Context: an optimization exercise on an open-source flow, tuned for small area and a short achievable clock period. The choices shown serve that exercise and are no tape-out recipe.
At most, simulation tests tie the RTL to the original design; equivalence was not proved.
Power and IR drop assume default switching activity.

## the baseline
==> flow/design.v <==
`timescale 1ns/1ps
module counter_table_top (
    input  logic        clock,
    input  logic        rst_n,
    input  logic        upd_valid,
    input  logic [7:0]  upd_key,
    input  logic [7:0]  upd_incr,
    input  logic        query_valid,
    input  logic [5:0]  query_entry,
    output logic        init_done,
    output logic        resp_valid,
    output logic [31:0] resp_data
);
    logic [511:0] tbl [4];
    logic clr;
    always_ff @(posedge clock) begin
        clr       <= !rst_n;
        init_done <= rst_n;
    end
    logic       a_v;
    logic [7:0] a_key, a_inc;
    logic [7:0] a_rq [8];                
    logic       a_s1, a_s2;              
    logic [7:0] a_sq;                    
    logic       b_v;
    logic [7:0] b_key;
    logic [7:0] b_op, b_inc;             
    logic [7:0] b_sum;                   
    logic [7:0] c_nv;                    
    logic       h1, h2;
    assign h1 = a_v && (upd_key == a_key);    
    assign h2 = b_v && (upd_key == b_key);    
    always_ff @(posedge clock) begin
        if (!rst_n) begin
            a_v <= 1'b0;
        end else begin
            a_v <= upd_valid && !clr;
        end
        a_s1  <= h1;
        a_s2  <= !h1 && h2;
        for (int j = 0; j < 8; j++) begin
            a_sq[j] <= !h1 && !h2 && (upd_key[7:5] == j[2:0]);
        end
        a_key <= upd_key;
        a_inc <= upd_incr;
        for (int j = 0; j < 8; j++) begin
            a_rq[j] <= tbl[j / 2][{j[0], upd_key[4:0]}*8 +: 8];
        end
    end
    logic [7:0] a_op;
    always_comb begin
        a_op = ({8{a_s1}} & b_sum) | ({8{a_s2}} & c_nv);
        for (int j = 0; j < 8; j++) begin
            a_op = a_op | ({8{a_sq[j]}} & a_rq[j]);
        end
    end
    logic [7:0] b_ehi;    
    logic [7:0] b_elo;    
    logic [3:0] b_ln;     
    logic [7:0] b_opq [4];    
    logic [7:0] b_incq [4];   
    logic [7:0] b_sumq [4];
    always_ff @(posedge clock) begin
        if (!rst_n) begin
            b_v   <= 1'b0;
            b_ln  <= '0;
            b_op  <= '0;
            b_inc <= '0;
            for (int g = 0; g < 4; g++) begin
                b_opq[g]  <= '0;
                b_incq[g] <= '0;
            end
        end else begin
            b_v   <= a_v;
            for (int l = 0; l < 4; l++) begin
                b_ln[l] <= a_v && (a_key[1:0] == l[1:0]);
            end
            b_op  <= a_op;
            b_inc <= a_inc;
            for (int g = 0; g < 4; g++) begin
                b_opq[g]  <= (a_key[7:6] == g[1:0]) ? a_op : 8'h00;
                b_incq[g] <= (a_key[7:6] == g[1:0]) ? a_inc : 8'h00;
            end
        end
        for (int i = 0; i < 8; i++) begin
            b_ehi[i] <= (a_key[7:5] == i[2:0]);
            b_elo[i] <= (a_key[4:2] == i[2:0]);
        end
        b_key <= a_key;
        c_nv  <= b_sum;
    end
    logic [63:0] wr_entry;
    logic [3:0]  wr_lane;
    always_comb begin
        b_sum = b_op + b_inc;           
        for (int g = 0; g < 4; g++) begin
            b_sumq[g] = b_opq[g] + b_incq[g];
        end
        for (int e = 0; e < 64; e++) begin
            wr_entry[e] = clr || (b_ehi[e / 8] && b_elo[e % 8]);
        end
        for (int l = 0; l < 4; l++) begin
            wr_lane[l] = clr || b_ln[l];
        end
    end
    always_ff @(posedge clock) begin
        for (int c = 0; c < 256; c++) begin
            if (wr_entry[c / 4] && wr_lane[c % 4]) begin
                tbl[c / 64][(c % 64)*8 +: 8] <= b_sumq[c / 64];
            end
        end
    end
    logic        q_v;
    logic [3:0]  q_g;            
    logic [31:0] q_d [4];
    logic [3:0]  q_o1, q_o2;     
    logic [3:0]  q_o0;           
    logic [7:0]  q_f2d;
    logic [31:0] q_tbl;
    logic [31:0] q_sel;
    logic        f1, f2;
    assign f1 = a_v && (a_key[7:2] == query_entry);    
    assign f2 = b_v && (b_key[7:2] == query_entry);    
    always_ff @(posedge clock) begin
        if (!rst_n) begin
            q_v <= 1'b0;
            resp_valid <= 1'b0;
        end else begin
            q_v <= query_valid && !clr;
            resp_valid <= q_v;
        end
        for (int g = 0; g < 4; g++) begin
            q_g[g] <= (query_entry[5:4] == g[1:0]);
            q_d[g] <= tbl[g][query_entry[3:0]*32 +: 32];
        end
        for (int l = 0; l < 4; l++) begin
            q_o1[l] <= f1 && (a_key[1:0] == l[1:0]);
            q_o2[l] <= !(f1 && (a_key[1:0] == l[1:0])) && f2 && (b_key[1:0] == l[1:0]);
            q_o0[l] <= !(f1 && (a_key[1:0] == l[1:0])) && !(f2 && (b_key[1:0] == l[1:0]));
        end
        q_f2d <= b_sum;
    end
    always_comb begin
        q_tbl = '0;
        for (int g = 0; g < 4; g++) begin
            q_tbl = q_tbl | ({32{q_g[g]}} & q_d[g]);
        end
        for (int l = 0; l < 4; l++) begin
            q_sel[l*8 +: 8] = ({8{q_o1[l]}} & b_sum)       
                            | ({8{q_o2[l]}} & q_f2d)       
                            | ({8{q_o0[l]}} & q_tbl[l*8 +: 8]);
        end
    end
    always_ff @(posedge clock) begin
        resp_data <= q_sel;
    end
endmodule
==> flow/config.mk <==
export PLATFORM = sky130hd
export DESIGN_NAME = counter_table_top
export DESIGN_NICKNAME = counter_table_top
export VERILOG_FILES = /design/flow/design.v
export SDC_FILE = /design/flow/constraint.sdc
export NUM_CORES = 4
export LEC_CHECK = 0
export ABC_CLOCK_PERIOD_IN_PS = 2200
export CAP_MARGIN = 20
export CORE_MARGIN = 2
export CORE_UTILIZATION = 60
export CTS_CLUSTER_DIAMETER = 60
export CTS_CLUSTER_SIZE = 30
export SETUP_SLACK_MARGIN = 2.25
export SLEW_MARGIN = 20
==> flow/constraint.sdc <==
create_clock -name core_clock -period 4.5 [get_ports {clock}]
set_input_delay 0.9000 -clock core_clock [delete_from_list [all_inputs] [get_ports {clock}]]
set_output_delay 0.9000 -clock core_clock [all_outputs]
set_load 0.01 [all_outputs]
run.sh (not shown) runs the stock make flow with config.mk's settings and CLKGATE_MAP_FILE= SYNTH_SCRIPT=/design/flow/synth_recipe.tcl, a recipe that flattens the netlist after the stock synthesis.
The following lists how the candidate was set up differently from the baseline:
--- a/flow/design.v
+++ b/flow/design.v
@@ -20,7 +20,7 @@
     logic       a_v;
     logic [7:0] a_key, a_inc;
-    logic [7:0] a_rq [8];                
+    logic [7:0] a_rq [4];
     logic       a_s1, a_s2;              
-    logic [7:0] a_sq;                    
+    logic [3:0] a_sq;                    
     logic       b_v;
     logic [7:0] b_key;
@@ -39,11 +39,11 @@
         a_s1  <= h1;
         a_s2  <= !h1 && h2;
-        for (int j = 0; j < 8; j++) begin
-            a_sq[j] <= !h1 && !h2 && (upd_key[7:5] == j[2:0]);
+        for (int g = 0; g < 4; g++) begin
+            a_sq[g] <= !h1 && !h2 && (upd_key[7:6] == g[1:0]);
         end
         a_key <= upd_key;
         a_inc <= upd_incr;
-        for (int j = 0; j < 8; j++) begin
-            a_rq[j] <= tbl[j / 2][{j[0], upd_key[4:0]}*8 +: 8];
+        for (int g = 0; g < 4; g++) begin
+            a_rq[g] <= tbl[g][upd_key[5:0]*8 +: 8];
         end
     end
@@ -51,6 +51,6 @@
     always_comb begin
         a_op = ({8{a_s1}} & b_sum) | ({8{a_s2}} & c_nv);
-        for (int j = 0; j < 8; j++) begin
-            a_op = a_op | ({8{a_sq[j]}} & a_rq[j]);
+        for (int g = 0; g < 4; g++) begin
+            a_op = a_op | ({8{a_sq[g]}} & a_rq[g]);
         end
     end
@@ -58,7 +58,4 @@
     logic [7:0] b_elo;    
     logic [3:0] b_ln;     
-    logic [7:0] b_opq [4];    
-    logic [7:0] b_incq [4];   
-    logic [7:0] b_sumq [4];
     always_ff @(posedge clock) begin
         if (!rst_n) begin
@@ -67,8 +64,4 @@
             b_op  <= '0;
             b_inc <= '0;
-            for (int g = 0; g < 4; g++) begin
-                b_opq[g]  <= '0;
-                b_incq[g] <= '0;
-            end
         end else begin
             b_v   <= a_v;
@@ -78,8 +71,4 @@
             b_op  <= a_op;
             b_inc <= a_inc;
-            for (int g = 0; g < 4; g++) begin
-                b_opq[g]  <= (a_key[7:6] == g[1:0]) ? a_op : 8'h00;
-                b_incq[g] <= (a_key[7:6] == g[1:0]) ? a_inc : 8'h00;
-            end
         end
         for (int i = 0; i < 8; i++) begin
@@ -94,7 +83,4 @@
     always_comb begin
         b_sum = b_op + b_inc;           
-        for (int g = 0; g < 4; g++) begin
-            b_sumq[g] = b_opq[g] + b_incq[g];
-        end
         for (int e = 0; e < 64; e++) begin
             wr_entry[e] = clr || (b_ehi[e / 8] && b_elo[e % 8]);
@@ -107,5 +93,5 @@
         for (int c = 0; c < 256; c++) begin
             if (wr_entry[c / 4] && wr_lane[c % 4]) begin
-                tbl[c / 64][(c % 64)*8 +: 8] <= b_sumq[c / 64];
+                tbl[c / 64][(c % 64)*8 +: 8] <= b_sum;
             end
         end
==> comparison <==
- The candidate: done, clean on timing, DRC and antenna
- Setup slack (lower): the candidate
- Worst setup timing slack at the placement stage ended up 0.019 ns lower on the candidate than on the baseline.
- Async set or reset register ratio after synthesis: the candidate vs the baseline identical
- The baseline vs the candidate, critical path endpoint: resp_data[14]$_DFF_P_ vs resp_data[20]$_DFF_P_
- From the baseline to the candidate the numbers moved as follows: peak supply drop saw an increase; total power divided by cell area +72 nW/µm²; maximum count of clock buffers along a single path ~0 delta; worst hold-check slack rose 0.032 ns; number of buffer and inverter instances along the worst setup path higher.
No run of this note included a check of the RTL's function; only the layout flow was run.

* * *

== nickel ==
Another version of the RTL of counter_table_top (not shown whole).
==> module counter_table_top, before the edit <==
module counter_table_top (
    input  logic        clock,
    input  logic        rst_n,
    input  logic        upd_valid,
    input  logic [7:0]  upd_key,
    input  logic [7:0]  upd_incr,
    input  logic        query_valid,
    input  logic [5:0]  query_entry,
    output logic        init_done,
    output logic        resp_valid,
    output logic [31:0] resp_data
);
    logic [511:0] tbl [4];
    logic clr;
    logic run;
    always_ff @(posedge clock) begin
        clr <= !rst_n;
    end
    assign init_done = !clr;
    assign run       = rst_n && !clr;    
    logic       a_v;
    logic [7:0] a_key, a_inc;
    logic [7:0] a_rq [4];
    logic       a_s1, a_s2;              
    logic [3:0] a_sq;                    
    logic       b_v;
    logic [7:0] b_key, b_nv;
    logic [7:0] c_nv;
    logic       h1, h2;
    assign h1 = a_v && (upd_key == a_key);    
    assign h2 = b_v && (upd_key == b_key);    
    always_ff @(posedge clock) begin
        if (!rst_n) begin
            a_v <= 1'b0;
        end else begin
            a_v <= upd_valid && !clr;
        end
        a_s1  <= h1;
        a_s2  <= !h1 && h2;
        for (int g = 0; g < 4; g++) begin
            a_sq[g] <= !h1 && !h2 && (upd_key[7:6] == g[1:0]);
        end
        a_key <= upd_key;
        a_inc <= upd_incr;
        for (int g = 0; g < 4; g++) begin
            a_rq[g] <= tbl[g][upd_key[5:0]*8 +: 8];
        end
    end
    logic [7:0] a_nv;
    always_comb begin
        a_nv = ({8{a_s1}} & (b_nv + a_inc))
             | ({8{a_s2}} & (c_nv + a_inc));
        for (int g = 0; g < 4; g++) begin
            a_nv = a_nv | ({8{a_sq[g]}} & (a_rq[g] + a_inc));    
        end
    end
    logic [7:0] b_ehi;    
    logic [7:0] b_elo;    
    logic [3:0] b_ln;     
    always_ff @(posedge clock) begin
        if (!rst_n) begin
            b_v  <= 1'b0;
            b_ln <= '0;
        end else begin
            b_v  <= a_v;
            for (int l = 0; l < 4; l++) begin
                b_ln[l] <= a_v && (a_key[1:0] == l[1:0]);
            end
        end
        for (int i = 0; i < 8; i++) begin
            b_ehi[i] <= (a_key[7:5] == i[2:0]);
            b_elo[i] <= (a_key[4:2] == i[2:0]);
        end
        b_key <= a_key;
        b_nv  <= a_nv;
        c_nv  <= b_nv;
    end
    logic [63:0] wr_entry;
    logic [3:0]  wr_lane;
    logic [7:0]  wr_data;
    always_comb begin
        for (int e = 0; e < 64; e++) begin
            wr_entry[e] = clr || (b_ehi[e / 8] && b_elo[e % 8]);
        end
        for (int l = 0; l < 4; l++) begin
            wr_lane[l] = clr || b_ln[l];
        end
        wr_data = clr ? 8'h00 : b_nv;
    end
    always_ff @(posedge clock) begin
        for (int c = 0; c < 256; c++) begin
            if (wr_entry[c / 4] && wr_lane[c % 4]) begin
                tbl[c / 64][(c % 64)*8 +: 8] <= wr_data;
            end
        end
    end
    logic        q_v;
    logic [1:0]  q_g;
    logic [31:0] q_d [4];
    logic        q_f2h, q_f1h;   
    logic [1:0]  q_f2l, q_f1l;
    logic [7:0]  q_f2d;
    logic [31:0] q_sel;
    always_ff @(posedge clock) begin
        if (!rst_n) begin
            q_v <= 1'b0;
            resp_valid <= 1'b0;
        end else begin
            q_v <= query_valid && !clr;
            resp_valid <= q_v;
        end
        q_g <= query_entry[5:4];
        for (int g = 0; g < 4; g++) begin
            q_d[g] <= tbl[g][query_entry[3:0]*32 +: 32];
        end
        q_f2h <= b_v && (b_key[7:2] == query_entry);
        q_f2l <= b_key[1:0];
        q_f2d <= b_nv;
        q_f1h <= a_v && (a_key[7:2] == query_entry);
        q_f1l <= a_key[1:0];
    end
    always_comb begin
        q_sel = q_d[q_g];
        for (int l = 0; l < 4; l++) begin
            if (q_f1h && (q_f1l == l[1:0])) begin
                q_sel[l*8 +: 8] = b_nv;            
            end else if (q_f2h && (q_f2l == l[1:0])) begin
                q_sel[l*8 +: 8] = q_f2d;           
            end
        end
    end
    always_ff @(posedge clock) begin
        resp_data <= q_sel;
    end
endmodule
make LEC_CHECK=0 ABC_CLOCK_PERIOD_IN_PS=2200 CAP_MARGIN=20 CORE_MARGIN=2 CORE_UTILIZATION=60 CTS_CLUSTER_DIAMETER=70 CTS_CLUSTER_SIZE=38 SETUP_SLACK_MARGIN=2.25 SLEW_MARGIN=20 finish   # period 4.5 ns
Modified inputs, fjord compared to nickel
--- a/flow/design.v
+++ b/flow/design.v
@@ -11,16 +11,14 @@
     output logic        resp_valid,
     output logic [31:0] resp_data
 );
     logic [511:0] tbl [4];
     logic clr;
-    logic run;
     always_ff @(posedge clock) begin
-        clr <= !rst_n;
+        clr       <= !rst_n;
+        init_done <= rst_n;
     end
-    assign init_done = !clr;
-    assign run       = rst_n && !clr;    
     logic       a_v;
     logic [7:0] a_key, a_inc;
     logic [7:0] a_rq [4];
     logic       a_s1, a_s2;              
     logic [3:0] a_sq;                    
@@ -56,18 +54,25 @@
         end
     end
     logic [7:0] b_ehi;    
     logic [7:0] b_elo;    
     logic [3:0] b_ln;     
+    logic [7:0] b_wd [4];    
     always_ff @(posedge clock) begin
         if (!rst_n) begin
             b_v  <= 1'b0;
             b_ln <= '0;
+            for (int g = 0; g < 4; g++) begin
+                b_wd[g] <= '0;
+            end
         end else begin
             b_v  <= a_v;
             for (int l = 0; l < 4; l++) begin
                 b_ln[l] <= a_v && (a_key[1:0] == l[1:0]);
+            end
+            for (int g = 0; g < 4; g++) begin
+                b_wd[g] <= (a_key[7:6] == g[1:0]) ? a_nv : 8'h00;
             end
         end
         for (int i = 0; i < 8; i++) begin
             b_ehi[i] <= (a_key[7:5] == i[2:0]);
             b_elo[i] <= (a_key[4:2] == i[2:0]);
@@ -76,24 +81,22 @@
         b_nv  <= a_nv;
         c_nv  <= b_nv;
     end
     logic [63:0] wr_entry;
     logic [3:0]  wr_lane;
-    logic [7:0]  wr_data;
     always_comb begin
         for (int e = 0; e < 64; e++) begin
             wr_entry[e] = clr || (b_ehi[e / 8] && b_elo[e % 8]);
         end
         for (int l = 0; l < 4; l++) begin
             wr_lane[l] = clr || b_ln[l];
         end
-        wr_data = clr ? 8'h00 : b_nv;
     end
     always_ff @(posedge clock) begin
         for (int c = 0; c < 256; c++) begin
             if (wr_entry[c / 4] && wr_lane[c % 4]) begin
-                tbl[c / 64][(c % 64)*8 +: 8] <= wr_data;
+                tbl[c / 64][(c % 64)*8 +: 8] <= b_wd[c / 64];
             end
         end
     end
     logic        q_v;
     logic [1:0]  q_g;
Results
Between fjord and nickel, the total global routing track utilization does not differ in any meaningful way.
Relative to nickel, area added between synthesis and finish increased by 0.83 points in fjord.
Area of all placed cells without fillers: nickel and fjord compared, lower one is nickel
[fjord] aggregate routed wire length rose 1500 µm relative to nickel
nickel → fjord: via count shows a reduction of about 1.3%, sequential share of layout area shows no meaningful change.
Clock group share of total power, nickel and fjord, lower one = nickel.
Static leakage power: fjord > nickel
On effective utilization at floorplan, fjord tracks nickel almost exactly.
For fjord, only the layout was checked, not whether the RTL still works.

==> separate check: timing with driven ports <==
In the flow no input, the clock included, has a driving cell. The finished layouts below were timed again as built, in two steps. Step 1 assumes that a clkbuf_16 drives the clock port and a buf_2 every other input. Step 2 also shifts input and output timing later by t, the mid clock arrival at the registers, as if the neighbouring blocks saw the same clock. Three values: no drivers, after step 1, after step 2; two values: the first two.
| run | t, ns | setup slack, ns | clock arrival spread, ns |
|---|---|---|---|
| the baseline | 0.943 | 2.034 / 2.034 / 1.105 | 0.045 / 0.045 |
| the candidate | 0.953 | 1.765 / 1.765 / 1.179 | 0.050 / 0.050 |
| nickel | 0.915 | 2.071 / 1.984 / 1.077 | 0.036 / 0.036 |
| fjord | 0.919 | 2.081 / 1.860 / 0.942 | 0.033 / 0.033 |
After both steps every run listed still meets setup and hold. The setup slack of fjord, which loses most, moves by -0.221 ns with the drivers and by -1.139 ns with both steps.
